Source: an optimization exercise on an open RTL-to-GDS flow (aim: small area). Production flows keep margins and buffers that such runs may drop. At most, simulation tests tie the RTL to the original design; equivalence was not proved. No functional check of the RTL was part of run 2. Power figures rest on the tool's default switching activity, not on a simulated workload.

`flow/design.v`:
```
package ddr3_fe_pkg;
    typedef enum logic [2:0] {
        PROGRAM       = 3'b000,
        SOLID_ISLANDS = 3'b001,
        CORRECTION    = 3'b010,
        DDR3_INIT     = 3'b100,
        DDR3_READ     = 3'b101
    } fe_mode_e;
    typedef enum logic [2:0] {
        S_IDLE   = 3'd0,
        S_INIT   = 3'd1,
        S_HOST   = 3'd2,
        S_FILTER = 3'd3,
        S_DRAIN  = 3'd4
    } seq_state_e;
    localparam int DATA_W_DEF           = 32;
    localparam int ADDR_W_DEF           = 6;
    localparam int MAX_READS_DEF        = 12;  
    localparam int QUEUE_DEPTH_DEF      = 12;  
    localparam int QUEUE_FULL_LEVEL_DEF = 12;  
endpackage
module init_sweeper #(
    parameter int ADDR_W = ddr3_fe_pkg::ADDR_W_DEF
) (
    input  logic              afi_clk,
    input  logic              core_rstb,
    input  logic              sweep_en,
    input  logic              avl_ready,
    output logic              sweep_write,
    output logic [ADDR_W-1:0] sweep_addr,
    output logic              init_done
);
    logic [ADDR_W:0] cnt;
    assign sweep_addr  = cnt[ADDR_W-1:0];
    assign init_done   = cnt[ADDR_W];
    assign sweep_write = sweep_en & ~init_done;
    always_ff @(posedge afi_clk or negedge core_rstb) begin
        if (!core_rstb) begin
            cnt <= '0;
        end else if (!sweep_en) begin
            cnt <= '0;  
        end else if (sweep_write & avl_ready) begin
            cnt <= cnt + 1'b1;
        end
    end
endmodule
module cmd_queue #(
    parameter int DATA_W           = ddr3_fe_pkg::DATA_W_DEF,
    parameter int ADDR_W           = ddr3_fe_pkg::ADDR_W_DEF,
    parameter int QUEUE_DEPTH      = ddr3_fe_pkg::QUEUE_DEPTH_DEF,
    parameter int QUEUE_FULL_LEVEL = ddr3_fe_pkg::QUEUE_FULL_LEVEL_DEF
) (
    input  logic              afi_clk,
    input  logic              core_rstb,
    input  logic              flt_wvalid,
    input  logic              flt_rvalid,
    input  logic [ADDR_W-1:0] flt_addr,
    input  logic [DATA_W-1:0] flt_wdata,
    output logic              flt_ready,
    input  logic              head_en,    
    output logic              req_valid,
    output logic              req_write,  
    output logic [ADDR_W-1:0] req_addr,   
    output logic [DATA_W-1:0] req_wdata,  
    input  logic              req_take
);
    localparam int ENTRY_W = 1 + ADDR_W + DATA_W;  
    localparam int FILL_W  = $clog2(QUEUE_FULL_LEVEL + 1);
    logic [ENTRY_W-1:0] entries [QUEUE_FULL_LEVEL];
    logic [FILL_W-1:0]  fill;
    logic               push;
    logic [ENTRY_W-1:0] head;
    assign flt_ready = (fill < FILL_W'(QUEUE_FULL_LEVEL));
    assign push      = (flt_wvalid | flt_rvalid) & flt_ready;
    assign req_valid = (fill != '0);
    always_comb begin
        head = '0;
        for (int i = 0; i < QUEUE_FULL_LEVEL; i++) begin
            head = head | (entries[i] & {ENTRY_W{head_en && fill == FILL_W'(i + 1)}});
        end
    end
    assign {req_write, req_addr, req_wdata} = head;
    always_ff @(posedge afi_clk or negedge core_rstb) begin
        if (!core_rstb) begin
            fill <= '0;
        end else begin
            case ({push, req_take})
                2'b10:   fill <= fill + 1'b1;
                2'b01:   fill <= fill - 1'b1;
                default: ;
            endcase
        end
    end
    always_ff @(posedge afi_clk) begin
        if (push) begin
            entries[0] <= {flt_wvalid, flt_addr, flt_wdata};  
            for (int i = 1; i < QUEUE_FULL_LEVEL; i++) begin
                entries[i] <= entries[i-1];
            end
        end
    end
endmodule
module port_sequencer #(
    parameter int DATA_W = ddr3_fe_pkg::DATA_W_DEF,
    parameter int ADDR_W = ddr3_fe_pkg::ADDR_W_DEF
) (
    input  logic                 afi_clk,
    input  logic                 core_rstb,
    input  ddr3_fe_pkg::fe_mode_e mode,
    input  logic                 req_valid,
    input  logic                 req_write,   
    input  logic [ADDR_W-1:0]    req_addr,
    input  logic [DATA_W-1:0]    req_wdata,
    output logic                 head_en,
    output logic                 req_take,
    input  logic                 sweep_write,
    input  logic [ADDR_W-1:0]    sweep_addr,
    input  logic                 host_rd_req,
    input  logic [ADDR_W-1:0]    host_rd_addr,
    input  logic                 avl_ready,
    input  logic                 read_allowed,
    input  logic                 reads_idle,
    output logic                 sweep_en,
    output logic                 host_rd_ready,
    output logic                 serving_host,
    output logic                 avl_burstbegin,
    output logic [ADDR_W-1:0]    avl_addr,
    output logic [DATA_W-1:0]    avl_wdata,
    output logic                 avl_read_req,
    output logic                 avl_write_req
);
    ddr3_fe_pkg::seq_state_e state;
    ddr3_fe_pkg::seq_state_e next_state;
    ddr3_fe_pkg::seq_state_e target;
    ddr3_fe_pkg::fe_mode_e   mode_q;  
    logic                    st_init, st_host, st_filter;
    always_comb begin
        case (mode)
            ddr3_fe_pkg::DDR3_INIT:                         target = ddr3_fe_pkg::S_INIT;
            ddr3_fe_pkg::DDR3_READ:                         target = ddr3_fe_pkg::S_HOST;
            ddr3_fe_pkg::PROGRAM, ddr3_fe_pkg::SOLID_ISLANDS, ddr3_fe_pkg::CORRECTION: target = ddr3_fe_pkg::S_FILTER;
            default:                           target = ddr3_fe_pkg::S_IDLE;
        endcase
    end
    always_comb begin
        next_state = state;
        if (state == ddr3_fe_pkg::S_DRAIN) begin
            if (reads_idle) begin
                next_state = target;  
            end
        end else if (mode != mode_q || (state == ddr3_fe_pkg::S_IDLE && target != ddr3_fe_pkg::S_IDLE)) begin
            next_state = ddr3_fe_pkg::S_DRAIN;
        end
    end
    always_ff @(posedge afi_clk or negedge core_rstb) begin
        if (!core_rstb) begin
            state        <= ddr3_fe_pkg::S_IDLE;
            mode_q       <= ddr3_fe_pkg::PROGRAM;
            serving_host <= 1'b0;
        end else begin
            state <= next_state;
            if (state == ddr3_fe_pkg::S_DRAIN && reads_idle) begin
                mode_q       <= mode;
                serving_host <= (target == ddr3_fe_pkg::S_HOST);  
            end
        end
    end
    assign st_init   = (state == ddr3_fe_pkg::S_INIT);
    assign st_host   = (state == ddr3_fe_pkg::S_HOST);
    assign st_filter = (state == ddr3_fe_pkg::S_FILTER);
    assign head_en   = st_filter;
    assign avl_write_req = (st_init & sweep_write) | req_write;
    assign avl_read_req  = ((st_host & host_rd_req) | (st_filter & req_valid & ~req_write)) & read_allowed;
    assign avl_addr      = ({ADDR_W{st_init}} & sweep_addr) | ({ADDR_W{st_host}} & host_rd_addr) | req_addr;
    assign avl_wdata     = req_wdata;
    assign avl_burstbegin = (avl_read_req | avl_write_req) & avl_ready;
    assign req_take       = st_filter & avl_burstbegin;
    assign sweep_en       = st_init;
    assign host_rd_ready  = st_host & read_allowed & avl_ready;
endmodule
module read_return #(
    parameter int DATA_W    = ddr3_fe_pkg::DATA_W_DEF,
    parameter int MAX_READS = ddr3_fe_pkg::MAX_READS_DEF
) (
    input  logic              afi_clk,
    input  logic              core_rstb,
    input  logic              read_accepted,
    input  logic              serving_host,
    input  logic              avl_rdata_valid,
    input  logic [DATA_W-1:0] avl_rdata,
    output logic              read_allowed,
    output logic              reads_idle,
    output logic [DATA_W-1:0] host_rdata,
    output logic              host_rdata_valid,
    output logic [DATA_W-1:0] flt_rdata,
    output logic              flt_rdata_valid
);
    localparam int CNT_W = $clog2(MAX_READS + 1);
    logic [CNT_W-1:0]  in_flight;  
    logic [DATA_W-1:0] rdata_q;    
    always_ff @(posedge afi_clk or negedge core_rstb) begin
        if (!core_rstb) begin
            in_flight <= '0;
        end else begin
            case ({read_accepted, avl_rdata_valid})
                2'b10:   in_flight <= in_flight + 1'b1;
                2'b01:   in_flight <= in_flight - 1'b1;
                default: ;  
            endcase
        end
    end
    assign read_allowed = (in_flight < CNT_W'(MAX_READS));
    assign reads_idle   = (in_flight == '0);
    always_ff @(posedge afi_clk or negedge core_rstb) begin
        if (!core_rstb) begin
            host_rdata_valid <= 1'b0;
            flt_rdata_valid  <= 1'b0;
        end else begin
            host_rdata_valid <= avl_rdata_valid & serving_host;
            flt_rdata_valid  <= avl_rdata_valid & ~serving_host;
        end
    end
    always_ff @(posedge afi_clk) begin
        rdata_q <= avl_rdata;
    end
    assign host_rdata = rdata_q;
    assign flt_rdata  = rdata_q;
endmodule
module ddr3_front_end #(
    parameter int DATA_W           = ddr3_fe_pkg::DATA_W_DEF,
    parameter int ADDR_W           = ddr3_fe_pkg::ADDR_W_DEF,
    parameter int MAX_READS        = ddr3_fe_pkg::MAX_READS_DEF,
    parameter int QUEUE_DEPTH      = ddr3_fe_pkg::QUEUE_DEPTH_DEF,
    parameter int QUEUE_FULL_LEVEL = ddr3_fe_pkg::QUEUE_FULL_LEVEL_DEF
) (
    input  logic                  afi_clk,
    input  logic                  core_rstb,
    input  logic [2:0]            mode,    
    input  logic                  host_rd_req,
    input  logic [ADDR_W-1:0]     host_rd_addr,
    output logic                  host_rd_ready,
    output logic [DATA_W-1:0]     host_rdata,
    output logic                  host_rdata_valid,
    input  logic                  flt_wvalid,
    input  logic                  flt_rvalid,
    input  logic [ADDR_W-1:0]     flt_addr,
    input  logic [DATA_W-1:0]     flt_wdata,
    output logic                  flt_ready,
    output logic [DATA_W-1:0]     flt_rdata,
    output logic                  flt_rdata_valid,
    output logic                  init_done,
    output logic                  avl_burstbegin,
    output logic [ADDR_W-1:0]     avl_addr,
    output logic [DATA_W-1:0]     avl_wdata,
    output logic                  avl_read_req,
    output logic                  avl_write_req,
    input  logic                  avl_ready,
    input  logic                  avl_rdata_valid,
    input  logic [DATA_W-1:0]     avl_rdata
);
    logic              sweep_en;
    logic              sweep_write;
    logic [ADDR_W-1:0] sweep_addr;
    logic              read_allowed;
    logic              reads_idle;
    logic              serving_host;
    logic              read_accepted;
    logic              head_en;
    logic              req_valid;
    logic              req_write;
    logic [ADDR_W-1:0] req_addr;
    logic [DATA_W-1:0] req_wdata;
    logic              req_take;
    assign read_accepted = avl_read_req & avl_ready;
    init_sweeper #(.ADDR_W(ADDR_W)) u_sweeper (
        .afi_clk     (afi_clk),
        .core_rstb   (core_rstb),
        .sweep_en    (sweep_en),
        .avl_ready   (avl_ready),
        .sweep_write (sweep_write),
        .sweep_addr  (sweep_addr),
        .init_done   (init_done)
    );
    cmd_queue #(
        .DATA_W           (DATA_W),
        .ADDR_W           (ADDR_W),
        .QUEUE_DEPTH      (QUEUE_DEPTH),
        .QUEUE_FULL_LEVEL (QUEUE_FULL_LEVEL)
    ) u_queue (
        .afi_clk    (afi_clk),
        .core_rstb  (core_rstb),
        .flt_wvalid (flt_wvalid),
        .flt_rvalid (flt_rvalid),
        .flt_addr   (flt_addr),
        .flt_wdata  (flt_wdata),
        .flt_ready  (flt_ready),
        .head_en    (head_en),
        .req_valid  (req_valid),
        .req_write  (req_write),
        .req_addr   (req_addr),
        .req_wdata  (req_wdata),
        .req_take   (req_take)
    );
    port_sequencer #(.DATA_W(DATA_W), .ADDR_W(ADDR_W)) u_seq (
        .afi_clk        (afi_clk),
        .core_rstb      (core_rstb),
        .mode           (ddr3_fe_pkg::fe_mode_e'(mode)),
        .req_valid      (req_valid),
        .req_write      (req_write),
        .req_addr       (req_addr),
        .req_wdata      (req_wdata),
        .head_en        (head_en),
        .req_take       (req_take),
        .sweep_write    (sweep_write),
        .sweep_addr     (sweep_addr),
        .host_rd_req    (host_rd_req),
        .host_rd_addr   (host_rd_addr),
        .avl_ready      (avl_ready),
        .read_allowed   (read_allowed),
        .reads_idle     (reads_idle),
        .sweep_en       (sweep_en),
        .host_rd_ready  (host_rd_ready),
        .serving_host   (serving_host),
        .avl_burstbegin (avl_burstbegin),
        .avl_addr       (avl_addr),
        .avl_wdata      (avl_wdata),
        .avl_read_req   (avl_read_req),
        .avl_write_req  (avl_write_req)
    );
    read_return #(.DATA_W(DATA_W), .MAX_READS(MAX_READS)) u_ret (
        .afi_clk          (afi_clk),
        .core_rstb        (core_rstb),
        .read_accepted    (read_accepted),
        .serving_host     (serving_host),
        .avl_rdata_valid  (avl_rdata_valid),
        .avl_rdata        (avl_rdata),
        .read_allowed     (read_allowed),
        .reads_idle       (reads_idle),
        .host_rdata       (host_rdata),
        .host_rdata_valid (host_rdata_valid),
        .flt_rdata        (flt_rdata),
        .flt_rdata_valid  (flt_rdata_valid)
    );
endmodule
```
`flow/run.sh`:
```
#!/bin/bash
# synth_recipe.tcl (not shown) runs the flow's synth.tcl, then flattens the netlist and writes it again
# the make line also repeats each setting of config.mk as NAME=value (left out here)
make -C /OpenROAD-flow-scripts/flow DESIGN_CONFIG=/design/flow/config.mk WORK_HOME=/design/flow/orfs CLKGATE_MAP_FILE= SYNTH_SCRIPT=/design/flow/synth_recipe.tcl finish
```
`flow/config.mk`:
```
export PLATFORM = sky130hd
export DESIGN_NAME = ddr3_front_end
export DESIGN_NICKNAME = ddr3_front_end
export VERILOG_FILES = /design/flow/design.v
export SDC_FILE = /design/flow/constraint.sdc
export NUM_CORES = 4
export LEC_CHECK = 0
export CAP_MARGIN = 20
export CORE_MARGIN = 2
export CORE_UTILIZATION = 40
export SLEW_MARGIN = 20
```
`flow/constraint.sdc`:
```
create_clock -name core_clock -period 5.0 [get_ports {afi_clk}]
set_input_delay 1.0000 -clock core_clock [delete_from_list [all_inputs] [get_ports {afi_clk}]]
set_output_delay 1.0000 -clock core_clock [all_outputs]
set_load 0.01 [all_outputs]
```
==> impl_metrics.csv, run 1 <==
group,metric,value,unit
outcome,status,"complete, no violations",
timing,timing.final.ws_setup,0.5091,ns
critical_path,cp-end-kind,"primary output",
drt,routedWlPerCell,23.71,um
power,p_per_area,593.9,nW/um^2
logic_synthesis,yosysSeqAreaShare,79.50,%
critical_path,crit_required,4.00,ns
logic_synthesis,synth_edf_count,468,
power,internal_power,10.17,mW
timing,setup_viol,0,
logic_synthesis,syn-num-nets,1178,
die,die_y,223.3,um
power,pwr-share-clk,27.8,%
drt,wirelength,46.09,mm
drt,ant_nets,0,
place,hpwl,27.60,mm
global_route,antenna_found_initial,0,
worst_hold_path,hold_class,"reg2reg",
critical_path,cp-startpoint,"u_seq.state[1]",
clocking,ctsResizeCount,0,
timing,max_freq,0.2227,GHz
layout,synthToLayoutAreaGrowth,22.81,%
die,num_rows,80,
timing,final_max_slew_viol_count,0,
drt,firstDrtPassIters,8,
power,power,14.03,mW
layout,num_antenna_cells,0,
place,port_buffers,195,
critical_path,r2r.worst_path.cells,12,
critical_path,critical_path.max_fanout,12,
die,fp.dieW,223.3,um
layout,multiInputGateArea,3496,um^2
logic_synthesis,synth-seq-cells,524,
logic_synthesis,synth_flop_cell,"edfxtp_1",
timing,fin_crit_sh,89.82,%
clocking,post_cts_buffers,0,
clocking,cts_max_level,2,
logic_synthesis,netlist_top_cells_count,"edfxtp_1 (468), a22oi_1 (88), a221oi_1 (40), nor2_1 (35), buf_4 (34)",
clocking,cts-root-buf,"clkbuf_16",
power,power.switching,3.860,mW
clocking,clkSinkCount,524,
power,power_frac_seq,59.9,%
global_route,grt_pass1_vias,10960,
timing,worst_slew_pin_slew,0.8695,ns
critical_path,rr_startpoint,"u_queue.fill[1]",
logic_synthesis,synth.area.top_cells,"edfxtp_1 (73%), a22oi_1 (3.4%), dfxtp_1 (3.3%), dfrtp_1 (3.1%), a221oi_1 (1.8%)",
layout,final_nets,1383,
run,drv_cap,0,
timing,skew,0.01631,ns
critical_path,rr_endpoint,"u_queue.fill[3]",
global_route,grt_remaining_overflow,0,
logic_synthesis,yosys.cell_types.count,58,
power,power.share.combinational,12.2,%
timing,period_minus_slack,4.491,ns
critical_path,critPathArrivalTime,3.49,ns
die,core_area,47650,um^2
logic_synthesis,yosysTopAreaCellShare,73.05,%
drt,drt_iter0_drc,1387,
critical_path,crit_end,"avl_wdata[0]",
die,io_pins,196,
global_route,grt_pass1_wl,68.17,mm
logic_synthesis,synth_cells,1081,
power,ir_drop,385.9,uV
logic_synthesis,postSynthAreaPerCell,17.80,um^2
clocking,clk_latency,0.60,ns
global_route,grt_use_total,18.13,%
clocking,cts_tree,"built",
critical_path,start_kind,"flop",
die,die_area,49870,um^2
drt,drc,0,
timing,relSlewSlack,42.03,%
clocking,path_clk_slew,0.06,ns
logic_synthesis,synth.most_common_cell,"edfxtp_1",
place,gp_congestion,0.7521,
drt,vias,10980,
layout,layout.area.seq,15290,um^2
timing,hold_ws,0.4382,ns
clocking,postCtsHoldBufs,0,
global_route,grt_max_degree,159,
drt,vias_per_cell,5.649,
critical_path,r2r_setup_slack,1.44,ns
critical_path,crit_type,"reg2out",
power,sw_frac_of_total,27.51,%
die,start_util,40.38,%
layout,layout-drive-gt1-share,10.91,%
timing,hold_violations,0,
logic_synthesis,synth.cell_area,19240,um^2
power,p_leak,8.311,nW
clocking,cts_buffers,54,
layout,fillers,3997,
timing,rsz0062_at_grt,"no",
clocking,cts.path.max_buffers,3,
logic_synthesis,async_reset_ff_share,4.580,%
place,pre_cts_ws,1.064,ns
logic_synthesis,yosysTopAreaCell,"edfxtp_1",
logic_synthesis,ys_warn_count,5,
-- stage by stage --
step / TNS (ns) / area [um^2] / util [%] / std cells
after floorplan: -1675.28 / 19260 / - / 1081
after global placement: 0 / 21910 / 45.98 / 1845
after detailed placement: 0 / 21910 / 45.98 / 1845
after CTS: 0 / 23630 / 49.59 / 1944
after global routing: 0 / 23630 / 49.59 / 1944
final: 0 / 23630 / 49.59 / 1944
-- layer usage --
layer  GRT usage, %  share of wire [%]
met1          26.56                 44
met5              0                  0
met4          5.269                1.9
met3          2.937                7.5
met2          28.11                 47
-- how the worst min path moves through the flow --
stage / start / to / slack [ns] / cells after the start
after CTS: u_queue.entries[6][10] / u_queue.entries[7][10] / 0.44 / 0
after detailed placement: u_queue.entries[1][0] / u_queue.entries[2][0] / 0.43 / 0
after floorplan: u_seq.serving_host / u_ret.flt_rdata_valid / 0.42 / 1
final: u_queue.entries[2][10] / u_queue.entries[3][10] / 0.44 / 0
after global routing: u_queue.entries[6][10] / u_queue.entries[7][10] / 0.45 / 0
after global placement: u_queue.entries[1][36] / u_queue.entries[2][36] / 0.42 / 0
-- cells by family after synthesis --
kind of cell             share of synthesized area [%]
flip-flops                                       79.50
AO/OA/AOI/OAI                                    10.62
AND/OR/NAND/NOR                                  3.974
buffers and inverters                            2.731
multiplexers                                     1.639
XOR/XNOR                                        0.7284
adder cells (fa/ha/maj)                         0.8065
-- state kept, by name, summed over array words and instances, names as in the netlist --
| name | cells |
|---|---|
| u_ret.host_rdata_valid | 1 |
| u_sweeper.cnt | 7 |
| u_ret.rdata_q | 32 |
| u_ret.in_flight | 4 |
| u_queue.entries | 468 |
| u_seq.state | 3 |
| u_seq.serving_host | 1 |
| u_ret.flt_rdata_valid | 1 |
| u_queue.fill | 4 |
| u_seq.mode_q | 3 |
-- power by group through the flow --
stage / Clock [mW] / Combinational, mW / Sequential (mW)
3_5_place_dp: 0 / 1.73 / 8.42
3_3_place_gp: 0 / 1.70 / 8.35
6_report: 3.90 / 1.72 / 8.41
4_1_cts: 4.02 / 1.73 / 8.38
5_1_grt: 4.16 / 1.86 / 8.60
2_1_floorplan: 0 / 1.12 / 8.37
-- layout make-up --
class                   count  share of cell area, %
flip-flops and latches    524                  64.74
multi-input cells         462                  14.80
repair buffers            234                  9.765
clock buffers              67                  6.260
well taps                 615                  3.257
clock inverters            32                  1.011
inverters                  10                 0.1748
-- worst max-delay path: stages, from the launching register on --
cell	delay (ns)
dfrtp_1	0.56
nor4bb_1	0.62
nand2_1	0.60
o22ai_1	0.35
a211o_1	0.20
clkdlybuf4s50_1	0.56
-- cell usage in the layout (no fill, tap or decap), types with 4 or more instances in the layout --
| cell type | instances |
|---|---|
| edfxtp_1 | 468 |
| nor3_1 | 4 |
| clkinv_2 | 11 |
| o21ai_0 | 11 |
| clkdlybuf4s50_1 | 195 |
| xnor2_1 | 6 |
| a22oi_1 | 88 |
| nor3_2 | 4 |
| nor2b_1 | 5 |
| clkbuf_2 | 5 |
| inv_1 | 8 |
| xor2_1 | 10 |
| clkbuf_16 | 56 |
| a222oi_1 | 18 |
| a211o_1 | 10 |
| buf_12 | 5 |
| mux2_2 | 4 |
| mux2i_1 | 27 |
| nand4_1 | 20 |
| nor2_1 | 33 |
| a221oi_1 | 40 |
| nand2_1 | 28 |
| ha_1 | 10 |
| nor3_4 | 5 |
| buf_4 | 34 |
| a21oi_1 | 17 |
| dfxtp_1 | 32 |
| dfrtp_1 | 24 |
| a22o_1 | 31 |
| clkinv_1 | 12 |
| and3_1 | 10 |
| o2bb2ai_1 | 13 |
| o22ai_1 | 6 |
| nand3_1 | 19 |
==> run 2: changes to the inputs <==
--- a/flow/design.v
+++ b/flow/design.v
@@ -16,7 +16,7 @@
     localparam int DATA_W_DEF           = 32;
     localparam int ADDR_W_DEF           = 6;
     localparam int MAX_READS_DEF        = 12;  
-    localparam int QUEUE_DEPTH_DEF      = 12;  
+    localparam int QUEUE_DEPTH_DEF      = 16;
     localparam int QUEUE_FULL_LEVEL_DEF = 12;  
 endpackage
 module init_sweeper #(
@@ -30,17 +30,23 @@
     output logic [ADDR_W-1:0] sweep_addr,
     output logic              init_done
 );
-    logic [ADDR_W:0] cnt;
-    assign sweep_addr  = cnt[ADDR_W-1:0];
-    assign init_done   = cnt[ADDR_W];
-    assign sweep_write = sweep_en & ~init_done;
+    logic [ADDR_W-1:0] addr_cnt;
+    logic              accepted;
+    assign sweep_write = sweep_en & ~init_done;  
+    assign sweep_addr  = addr_cnt;
+    assign accepted    = sweep_write & avl_ready;
     always_ff @(posedge afi_clk or negedge core_rstb) begin
         if (!core_rstb) begin
-            cnt <= '0;
+            addr_cnt  <= '0;
+            init_done <= 1'b0;
         end else if (!sweep_en) begin
-            cnt <= '0;  
-        end else if (sweep_write & avl_ready) begin
-            cnt <= cnt + 1'b1;
+            addr_cnt  <= '0;
+            init_done <= 1'b0;
+        end else if (accepted) begin
+            addr_cnt <= addr_cnt + 1'b1;
+            if (addr_cnt == '1) begin
+                init_done <= 1'b1;  
+            end
         end
     end
 endmodule
@@ -57,34 +63,42 @@
     input  logic [ADDR_W-1:0] flt_addr,
     input  logic [DATA_W-1:0] flt_wdata,
     output logic              flt_ready,
-    input  logic              head_en,    
     output logic              req_valid,
     output logic              req_write,  
-    output logic [ADDR_W-1:0] req_addr,   
-    output logic [DATA_W-1:0] req_wdata,  
-    input  logic              req_take
+    output logic [ADDR_W-1:0] req_addr,
+    output logic [DATA_W-1:0] req_wdata,
+    input  logic              req_take    
 );
     localparam int ENTRY_W = 1 + ADDR_W + DATA_W;  
-    localparam int FILL_W  = $clog2(QUEUE_FULL_LEVEL + 1);
-    logic [ENTRY_W-1:0] entries [QUEUE_FULL_LEVEL];
+    localparam int PTR_W   = $clog2(QUEUE_DEPTH);
+    localparam int FILL_W  = $clog2(QUEUE_DEPTH + 1);
+    logic [ENTRY_W-1:0] entries [QUEUE_DEPTH];
+    logic [PTR_W-1:0]   wr_ptr;
+    logic [PTR_W-1:0]   rd_ptr;
     logic [FILL_W-1:0]  fill;
     logic               push;
-    logic [ENTRY_W-1:0] head;
+    logic               pop;
+    function automatic logic [PTR_W-1:0] ptr_inc(input logic [PTR_W-1:0] ptr);
+        ptr_inc = (ptr == PTR_W'(QUEUE_DEPTH - 1)) ? '0 : ptr + 1'b1;
+    endfunction
     assign flt_ready = (fill < FILL_W'(QUEUE_FULL_LEVEL));
-    assign push      = (flt_wvalid | flt_rvalid) & flt_ready;
+    assign push      = (flt_wvalid | flt_rvalid) & flt_ready;  
+    assign pop       = req_take;
     assign req_valid = (fill != '0);
-    always_comb begin
-        head = '0;
-        for (int i = 0; i < QUEUE_FULL_LEVEL; i++) begin
-            head = head | (entries[i] & {ENTRY_W{head_en && fill == FILL_W'(i + 1)}});
-        end
-    end
-    assign {req_write, req_addr, req_wdata} = head;
+    assign {req_write, req_addr, req_wdata} = entries[rd_ptr];
     always_ff @(posedge afi_clk or negedge core_rstb) begin
         if (!core_rstb) begin
-            fill <= '0;
+            wr_ptr <= '0;
+            rd_ptr <= '0;
+            fill   <= '0;
         end else begin
-            case ({push, req_take})
+            if (push) begin
+                wr_ptr <= ptr_inc(wr_ptr);
+            end
+            if (pop) begin
+                rd_ptr <= ptr_inc(rd_ptr);
+            end
+            case ({push, pop})
                 2'b10:   fill <= fill + 1'b1;
                 2'b01:   fill <= fill - 1'b1;
                 default: ;
@@ -93,10 +107,7 @@
     end
     always_ff @(posedge afi_clk) begin
         if (push) begin
-            entries[0] <= {flt_wvalid, flt_addr, flt_wdata};  
-            for (int i = 1; i < QUEUE_FULL_LEVEL; i++) begin
-                entries[i] <= entries[i-1];
-            end
+            entries[wr_ptr] <= {flt_wvalid, flt_addr, flt_wdata};  
         end
     end
 endmodule
@@ -108,10 +119,9 @@
     input  logic                 core_rstb,
     input  ddr3_fe_pkg::fe_mode_e mode,
     input  logic                 req_valid,
-    input  logic                 req_write,   
+    input  logic                 req_write,
     input  logic [ADDR_W-1:0]    req_addr,
     input  logic [DATA_W-1:0]    req_wdata,
-    output logic                 head_en,
     output logic                 req_take,
     input  logic                 sweep_write,
     input  logic [ADDR_W-1:0]    sweep_addr,
@@ -133,7 +143,6 @@
     ddr3_fe_pkg::seq_state_e next_state;
     ddr3_fe_pkg::seq_state_e target;
     ddr3_fe_pkg::fe_mode_e   mode_q;  
-    logic                    st_init, st_host, st_filter;
     always_comb begin
         case (mode)
             ddr3_fe_pkg::DDR3_INIT:                         target = ddr3_fe_pkg::S_INIT;
@@ -165,18 +174,33 @@
             end
         end
     end
-    assign st_init   = (state == ddr3_fe_pkg::S_INIT);
-    assign st_host   = (state == ddr3_fe_pkg::S_HOST);
-    assign st_filter = (state == ddr3_fe_pkg::S_FILTER);
-    assign head_en   = st_filter;
-    assign avl_write_req = (st_init & sweep_write) | req_write;
-    assign avl_read_req  = ((st_host & host_rd_req) | (st_filter & req_valid & ~req_write)) & read_allowed;
-    assign avl_addr      = ({ADDR_W{st_init}} & sweep_addr) | ({ADDR_W{st_host}} & host_rd_addr) | req_addr;
-    assign avl_wdata     = req_wdata;
+    always_comb begin
+        avl_read_req  = 1'b0;
+        avl_write_req = 1'b0;
+        avl_addr      = '0;
+        avl_wdata     = '0;  
+        case (state)
+            ddr3_fe_pkg::S_INIT: begin
+                avl_write_req = sweep_write;
+                avl_addr      = sweep_addr;
+            end
+            ddr3_fe_pkg::S_HOST: begin
+                avl_read_req = host_rd_req & read_allowed;
+                avl_addr     = host_rd_addr;
+            end
+            ddr3_fe_pkg::S_FILTER: begin
+                avl_read_req  = req_valid & ~req_write & read_allowed;
+                avl_write_req = req_valid & req_write;
+                avl_addr      = req_addr;
+                avl_wdata     = req_wdata;
+            end
+            default: ;  
+        endcase
+    end
     assign avl_burstbegin = (avl_read_req | avl_write_req) & avl_ready;
-    assign req_take       = st_filter & avl_burstbegin;
-    assign sweep_en       = st_init;
-    assign host_rd_ready  = st_host & read_allowed & avl_ready;
+    assign req_take   = (state == ddr3_fe_pkg::S_FILTER) & avl_burstbegin;
+    assign sweep_en       = (state == ddr3_fe_pkg::S_INIT);
+    assign host_rd_ready  = (state == ddr3_fe_pkg::S_HOST) & read_allowed & avl_ready;
 endmodule
 module read_return #(
     parameter int DATA_W    = ddr3_fe_pkg::DATA_W_DEF,
@@ -196,8 +220,7 @@
     output logic              flt_rdata_valid
 );
     localparam int CNT_W = $clog2(MAX_READS + 1);
-    logic [CNT_W-1:0]  in_flight;  
-    logic [DATA_W-1:0] rdata_q;    
+    logic [CNT_W-1:0] in_flight;  
     always_ff @(posedge afi_clk or negedge core_rstb) begin
         if (!core_rstb) begin
             in_flight <= '0;
@@ -221,10 +244,14 @@
         end
     end
     always_ff @(posedge afi_clk) begin
-        rdata_q <= avl_rdata;
+        if (avl_rdata_valid) begin
+            if (serving_host) begin
+                host_rdata <= avl_rdata;
+            end else begin
+                flt_rdata <= avl_rdata;
+            end
+        end
     end
-    assign host_rdata = rdata_q;
-    assign flt_rdata  = rdata_q;
 endmodule
 module ddr3_front_end #(
     parameter int DATA_W           = ddr3_fe_pkg::DATA_W_DEF,
@@ -265,7 +292,6 @@
     logic              reads_idle;
     logic              serving_host;
     logic              read_accepted;
-    logic              head_en;
     logic              req_valid;
     logic              req_write;
     logic [ADDR_W-1:0] req_addr;
@@ -294,7 +320,6 @@
         .flt_addr   (flt_addr),
         .flt_wdata  (flt_wdata),
         .flt_ready  (flt_ready),
-        .head_en    (head_en),
         .req_valid  (req_valid),
         .req_write  (req_write),
         .req_addr   (req_addr),
@@ -309,7 +334,6 @@
         .req_write      (req_write),
         .req_addr       (req_addr),
         .req_wdata      (req_wdata),
-        .head_en        (head_en),
         .req_take       (req_take),
         .sweep_write    (sweep_write),
         .sweep_addr     (sweep_addr),
==> impl_metrics.csv, run 2 <==
group,metric,value,unit
outcome,status,"complete, no violations",
critical_path,critPathMaxStageDelay,0.79,ns
critical_path,cp-end-kind,"primary output",
critical_path,critical_path.max_fanout,26,
layout,synthToLayoutAreaGrowth,21.00,%
clocking,ctsResizeCount,0,
die,start_util,40.40,%
layout,reg_top3,"u_queue.entries: 624 flops, u_ret.flt_rdata: 32 flops, u_ret.host_rdata: 32 flops",
timing,hold_ws,0.4856,ns
timing,tns,0,ns
drt,wirelength,62.94,mm
global_route,grt_pass1_vias,13780,
critical_path,crit_type,"reg2out",
die,fp.dieW,267.2,um
logic_synthesis,ys_warn_count,4,
power,p_leak,10.56,nW
critical_path,rr_endpoint,"u_queue.fill[4]",
drt,drt_iter0_drc,1330,
logic_synthesis,yosysTopAreaCellShare,74.56,%
clocking,cts-root-buf,"clkbuf_16",
worst_hold_path,min_path_cells,1,
critical_path,cp_top_family,"multiplexers",
critical_path,crit_required,4.00,ns
timing,fin_crit_sh,93.06,%
layout,fillers,5500,
layout,final_nets,1588,
layout,fin_cells,2477,
layout,multiInputGateArea,5967,um^2
global_route,grt_max_degree,49,
drt,vias,13170,
global_route,grt_remaining_overflow,0,
logic_synthesis,synth_cells,1222,
layout,largest_reg_flops,624,
global_route,antenna_found_initial,4,
timing,relSlewSlack,40.99,%
logic_synthesis,synth-seq-cells,721,
logic_synthesis,syn-num-nets,1323,
layout,final_cell_mix,"edfxtp_1 (688), clkdlybuf4s50_1 (194), mux4_2 (185), clkbuf_16 (78), buf_4 (40)",
critical_path,slowest_stage,"dfrtp_4",
drt,vias_per_cell,5.316,
layout,largest_register,"u_queue.entries",
place,hpwl,35.76,mm
logic_synthesis,synth_flop_cell,"edfxtp_1",
clocking,cts_buffers,76,
critical_path,r2r.worst_path.cells,12,
critical_path,rr_startpoint,"u_queue.rd_ptr[0]",
place,placed_cells,2340,
logic_synthesis,async_reset_ff_share,4.577,%
clocking,postCtsHoldBufs,0,
critical_path,crit_top_cell,"mux4_2",
global_route,grt_use_total,17.78,%
global_route,grt_pass1_wl,91.83,mm
drt,ant_nets,0,
logic_synthesis,synth.cell_area,27710,um^2
timing,final_max_slew_viol_count,0,
drt,drc,0,
logic_synthesis,synth.most_common_cell,"edfxtp_1",
worst_hold_path,worstHoldStart,"u_queue.fill[4]",
timing,period_minus_slack,4.653,ns
timing,hold_violations,0,
die,io_pins,196,
timing,setup_viol,0,
drt,firstDrtPassIters,5,
critical_path,crit_chain,"buf_4, mux4_2, mux4_2, and2_1, clkdlybuf4s50_1",
die,die_area,71390,um^2
logic_synthesis,postSynthAreaPerCell,22.67,um^2
clocking,cts.path.max_buffers,3,
die,num_rows,96,
critical_path,r2r_setup_slack,1.17,ns
logic_synthesis,yosys.cell_types.count,51,
place,port_buffers,195,
worst_hold_path,whs_endpoint,"u_queue.fill[4]",
timing,max_freq,0.2149,GHz
die,die_y,267.2,um
timing,worst_slew_pin_slew,0.8851,ns
timing,rsz0062_at_grt,"no",
clocking,clkSinkCount,721,
clocking,path_clk_slew,0.05,ns
layout,layout_commonest_cell,"edfxtp_1",
place,gp_congestion,0.7768,
layout,layout.area.seq,21490,um^2
die,core_area,68590,um^2
clocking,clk_latency,0.62,ns
power,p_per_area,439.3,nW/um^2
timing,skew,0.03863,ns
clocking,cts_tree,"built",
run,drv_cap,0,
worst_hold_path,hold_class,"reg2reg",
logic_synthesis,yosysSeqAreaShare,77.54,%
clocking,cts_max_level,3,
drt,routedWlPerCell,25.41,um
critical_path,start_kind,"flop",
logic_synthesis,netlist_top_cells_count,"edfxtp_1 (688), mux4_2 (185), and2_1 (34), dfrtp_1 (33), nand2_1 (31)",
clocking,post_cts_buffers,0,
logic_synthesis,synth_edf_count,688,
critical_path,crit_buf_inv,2,
layout,layout-drive-gt1-share,24.40,%
logic_synthesis,synth.area.top_cells,"edfxtp_1 (75%), mux4_2 (15%), dfrtp_1 (3.0%), and2_1 (0.77%), mux2i_1 (0.61%)",
critical_path,critPathArrivalTime,3.65,ns
logic_synthesis,yosysTopAreaCell,"edfxtp_1",
power,ir_drop,302.9,uV
run 2: cell types whose count changed after synthesis, sizes merged, moves of 13 or more:
| cell | change |
|---|---|
| and2 | +32 |
| nand4 | -19 |
| nand3 | -16 |
| a221oi | -40 |
| a22o | -31 |
| mux4 | +185 |
| buf | -30 |
| edfxtp | +220 |
| a222oi | -18 |
| o2bb2ai | -13 |
| a22oi | -82 |
| dfxtp | -32 |
run 2: cell type report:
class                           instances  share of cell area [%]
Antenna cell                            1                0.007464
Inverter                               15                  0.1679
Sequential cell                       721                   64.11
Clock buffer                           94                   6.031
Multi-Input combinational cell        430                   17.80
Timing Repair Buffer                  243                   7.180
Clock inverter                         42                   1.228
Tap cell                              931                   3.475
run 2: routing by layer:
metal | GRT usage [%] | vias to the layer above | share of wire [%]
met5 | 0 | - | 0.067
met4 | 4.312 | 6 | 2.0
met3 | 3.981 | 96 | 6.4
met2 | 29.41 | 464 | 49
met1 | 24.06 | 6950 | 43
li1 | - | 5651 | -
run 2: report_power, final:
group	internal, mW	switching [mW]	total [mW]
Sequential	7.34	0.223	7.56
Combinational	0.675	1.02	1.69
Clock	3.16	2.31	5.47
Total	11.2	3.55	14.7
run 2: worst max-delay path by stage:
| stage | endpoint | depth (start not counted) | startpoint | slack [ns] |
|---|---|---|---|---|
| 6_report | avl_wdata[29] | 5 | u_queue.rd_ptr[0] | 0.35 |
| 3_3_place_gp | avl_wdata[29] | 5 | u_queue.rd_ptr[0] | 0.90 |
| 5_1_grt | avl_wdata[29] | 5 | u_queue.rd_ptr[0] | 0.15 |
| 2_1_floorplan | u_queue.entries[3][0] | 3 | flt_rvalid | 0.44 |
| 3_5_place_dp | avl_wdata[29] | 5 | u_queue.rd_ptr[0] | 0.91 |
| 4_1_cts | avl_wdata[29] | 5 | u_queue.rd_ptr[0] | 0.25 |
run 2: logic make-up after synthesis:
| family | count (synthesis) | share of synthesized area (%) |
|---|---|---|
| compound gates | 57 | 1.404 |
| fa+ha+maj | 16 | 0.7677 |
| flops | 721 | 77.54 |
| simple gates | 130 | 2.438 |
| xor+xnor | 17 | 0.5374 |
| mux | 210 | 15.98 |
| buf+inv | 71 | 1.332 |
run 2: worst reg2reg max path, delay by kind of cell (launching register included):
family,cells,cell delay [ns]
DFF,1,0.79
AOI/OAI and AO/OA,3,0.71
adders and majority gates,2,0.67
muxes,1,0.51
buffers and inverters,2,0.47
and+or+nand+nor,3,0.47
xor gates and xnor gates,1,0.16
run 2: per-stage QoR:
step	util, %	power (mW)	worst slack, ns	instance area [um^2]
after detailed placement	45.33	9.425	0.9053	31090
after global placement	45.33	9.363	0.9002	31090
after CTS	48.88	14.91	0.2536	33520
after floorplan	-	8.546	0.4404	27710
after global routing	48.88	15.29	0.1484	33520
final	48.88	14.73	0.3470	33530

-- re-timing with driven ports --
Ports are ideal in the flow. The routed layouts listed here were re-timed in OpenROAD.
Step 1, drivers: a clkbuf_16 drives afi_clk and a buf_2 each remaining input, both assumed.
Step 2 moves the port delays by t, midway between the first and last clock arrival at a register: inputs arrive t later, outputs are due t later. That takes back most of the time a late clock gives input paths.
Three values: ideal, step 1, step 2; two values: the first two.
| run | shift t [ns] | setup slack, ns | hold WS [ns] | slew at the worst register clock pin (ns) | pins driven straight from the clock port |
|---|---|---|---|---|---|
| run 1 | 0.646 | 0.509 / 0.455 / 1.061 | 0.438 / 0.438 / 0.438 | 0.07 / 0.07 | 1 |
| run 2 | 0.665 | 0.347 / 0.287 / 0.897 | 0.486 / 0.486 / 0.486 | 0.06 / 0.06 | 1 |
After both steps setup and hold are still met in every run listed.
